Background: an optimization exercise with open tools, aiming at small area, a short achievable clock period and few clock cycles per item. Do not read the settings as production practice. Only simulation tests tie the RTL to the original design; equivalence was not proved.

## idct_t_stage
module idct_t_stage (
	input logic CLOCK_50_I,
	input logic Resetn,
	input logic req,
	output logic ack,
	input logic [5:0] block_row,
	input logic [5:0] block_col,
	input logic [15:0] sram_read_data,
	output logic [17:0] sram_address,
	output logic [15:0] sram_write_data,
	output logic sram_we_n
);
	localparam logic [7:0] LAST_T = 8'd145;
	logic running;
	logic ack_q;
	logic [7:0] cnt;           
	logic ack_state;           
	logic [7:0] tn;            
	logic [14:0] rb;           
	logic [14:0] rb_start;
	logic [17:0] addr_q;
	logic [15:0] wdata_q;
	logic we_q;
	function automatic logic [8:0] row_base(input logic [5:0] r);
		case (r)
			6'd0: row_base = 9'd150;
			6'd1: row_base = 9'd155;
			6'd2: row_base = 9'd160;
			6'd3: row_base = 9'd165;
			6'd4: row_base = 9'd170;
			6'd5: row_base = 9'd175;
			6'd6: row_base = 9'd180;
			6'd7: row_base = 9'd185;
			6'd8: row_base = 9'd190;
			6'd9: row_base = 9'd195;
			6'd10: row_base = 9'd200;
			6'd11: row_base = 9'd205;
			6'd12: row_base = 9'd210;
			6'd13: row_base = 9'd215;
			6'd14: row_base = 9'd220;
			6'd15: row_base = 9'd225;
			6'd16: row_base = 9'd230;
			6'd17: row_base = 9'd235;
			6'd18: row_base = 9'd240;
			6'd19: row_base = 9'd245;
			6'd20: row_base = 9'd250;
			6'd21: row_base = 9'd255;
			6'd22: row_base = 9'd260;
			6'd23: row_base = 9'd265;
			6'd24: row_base = 9'd270;
			6'd25: row_base = 9'd275;
			6'd26: row_base = 9'd280;
			6'd27: row_base = 9'd285;
			6'd28: row_base = 9'd290;
			6'd29: row_base = 9'd295;
			6'd30: row_base = 9'd300;
			6'd31: row_base = 9'd305;
			6'd32: row_base = 9'd310;
			6'd33: row_base = 9'd315;
			6'd34: row_base = 9'd320;
  ...
clock: 10.0 ns
lec_check: 0
cap_margin: 20
core_margin: 2
core_utilization: 40
cts_cluster_diameter: 150
cts_cluster_size: 24
slew_margin: 20
standard.sh (not shown) runs the stock make flow with config.mk's settings and CLKGATE_MAP_FILE= SYNTH_SCRIPT=/design/flow/synth_recipe.tcl, a recipe that flattens the netlist after the stock synthesis.
==> flow/flow/run.sh <==
#!/bin/bash
set -euo pipefail
bash standard.sh SETUP_SLACK_MARGIN=6.9 finish > flow.log 2>&1
The first run produced a clean layout.
Testbench counts at the start, summed over its fixed seeds: cycles 28,784, blocks 192.
Change:
--- a/flow/design.v
+++ b/flow/design.v
@@ -152,46 +152,54 @@
 	logic x_en;
 	logic [3:0] ph_n;      
 	logic [1:0] k_o_n;
 	logic [1:0] k_e_n;
 	logic [2:0] so_n;
 	logic [2:0] se_n;
 	assign ph_n = tn[3:0] + 4'd1;
 	assign k_e_n = ph_n[3:2];
 	assign k_o_n = {~ph_n[3], ph_n[2]};
 	logic din_en;
+	logic f_en;
 	always_ff @(posedge CLOCK_50_I) begin
-		din_en <= (tn[2:0] != 3'd1);
+		din_en <= (tn[1:0] != 2'd2) && (tn[2:0] != 3'd1);
 		hold_en <= (tn[1:0] == 2'd0);
 		x_en <= (tn[1:0] == 2'd2);
+		f_en <= (tn[1:0] == 2'd3);
 	end
 	logic [15:0] din;
 	logic [15:0] hold;
 	logic signed [16:0] xo;      
 	logic signed [16:0] f1;
 	logic signed [16:0] f2;
 	logic signed [16:0] xe;      
 	logic signed [20:0] xe15;    
 	logic signed [18:0] hold_w;
 	logic signed [18:0] din_w;
 	assign hold_w = 19'(signed'(hold));
 	assign din_w = 19'(signed'(din));
+	logic signed [18:0] pair_sum;
+	assign pair_sum = hold_w + (din_w ^ {19{x_en}}) + 19'(x_en);
 	always_ff @(posedge CLOCK_50_I) begin
 		if (din_en) begin
 			din <= sram_read_data;
 		end
 		if (hold_en) begin
 			hold <= din;
 		end
 		if (x_en) begin
-			xo <= 17'(hold_w - din_w);
-			f1 <= 17'(hold_w + din_w);
+			xo <= 17'(pair_sum);
+		end
+		if (f_en) begin
+			f1 <= 17'(pair_sum);
+		end
+		if (x_en) begin
 			f2 <= f1;
 			xe <= f2;
 			xe15 <= (21'(signed'(f2)) <<< 4) - 21'(signed'(f2));
 		end
 	end
 	function automatic logic [2:0] odd_sel(input logic [1:0] k, input logic [1:0] p);
 		case ({k, p})
 			4'h0: odd_sel = {1'b0, 2'd0};
 			4'h1: odd_sel = {1'b0, 2'd1};
 			4'h2: odd_sel = {1'b0, 2'd2};
Outcome: Global-route usage drops by 0.56 points. Cell area drops by a few percent. Synthesized cell count drops by a few percent. Worst setup slack gains 0.027 ns.
Testbench counts after the change, summed over its fixed seeds: cycles 28,784, blocks 192.

-- afterwards: timing with drivers on the ports --
In the flow no input, the clock included, has a driving cell. The finished layouts below were timed again as built, in two steps.
Step 1 (the two cells are an assumption about what drives the block):
set clk [get_ports {CLOCK_50_I}]
set_driving_cell -lib_cell sky130_fd_sc_hd__clkbuf_16 $clk
set_driving_cell -lib_cell sky130_fd_sc_hd__buf_2 [delete_from_list [all_inputs] $clk]
Step 2 times the ports against the registers' clock, not the clock port: input delays grow and output delays shrink by t, the midpoint of the rising clock arrivals with the driver on.
a / b / c = ideal / step 1 / step 2; a / b = the first two.
run	t (ns)	slack for setup (ns)	worst slew at a driven data input, ns
the first run	0.607	6.892 / 6.861 / 6.493	0.04
the second run	0.617	6.919 / 6.863 / 6.467	0.06
After both steps setup and hold are still met in every run listed. The setup slack of the second run, which loses most, moves by -0.056 ns with the drivers and by -0.452 ns with both steps.
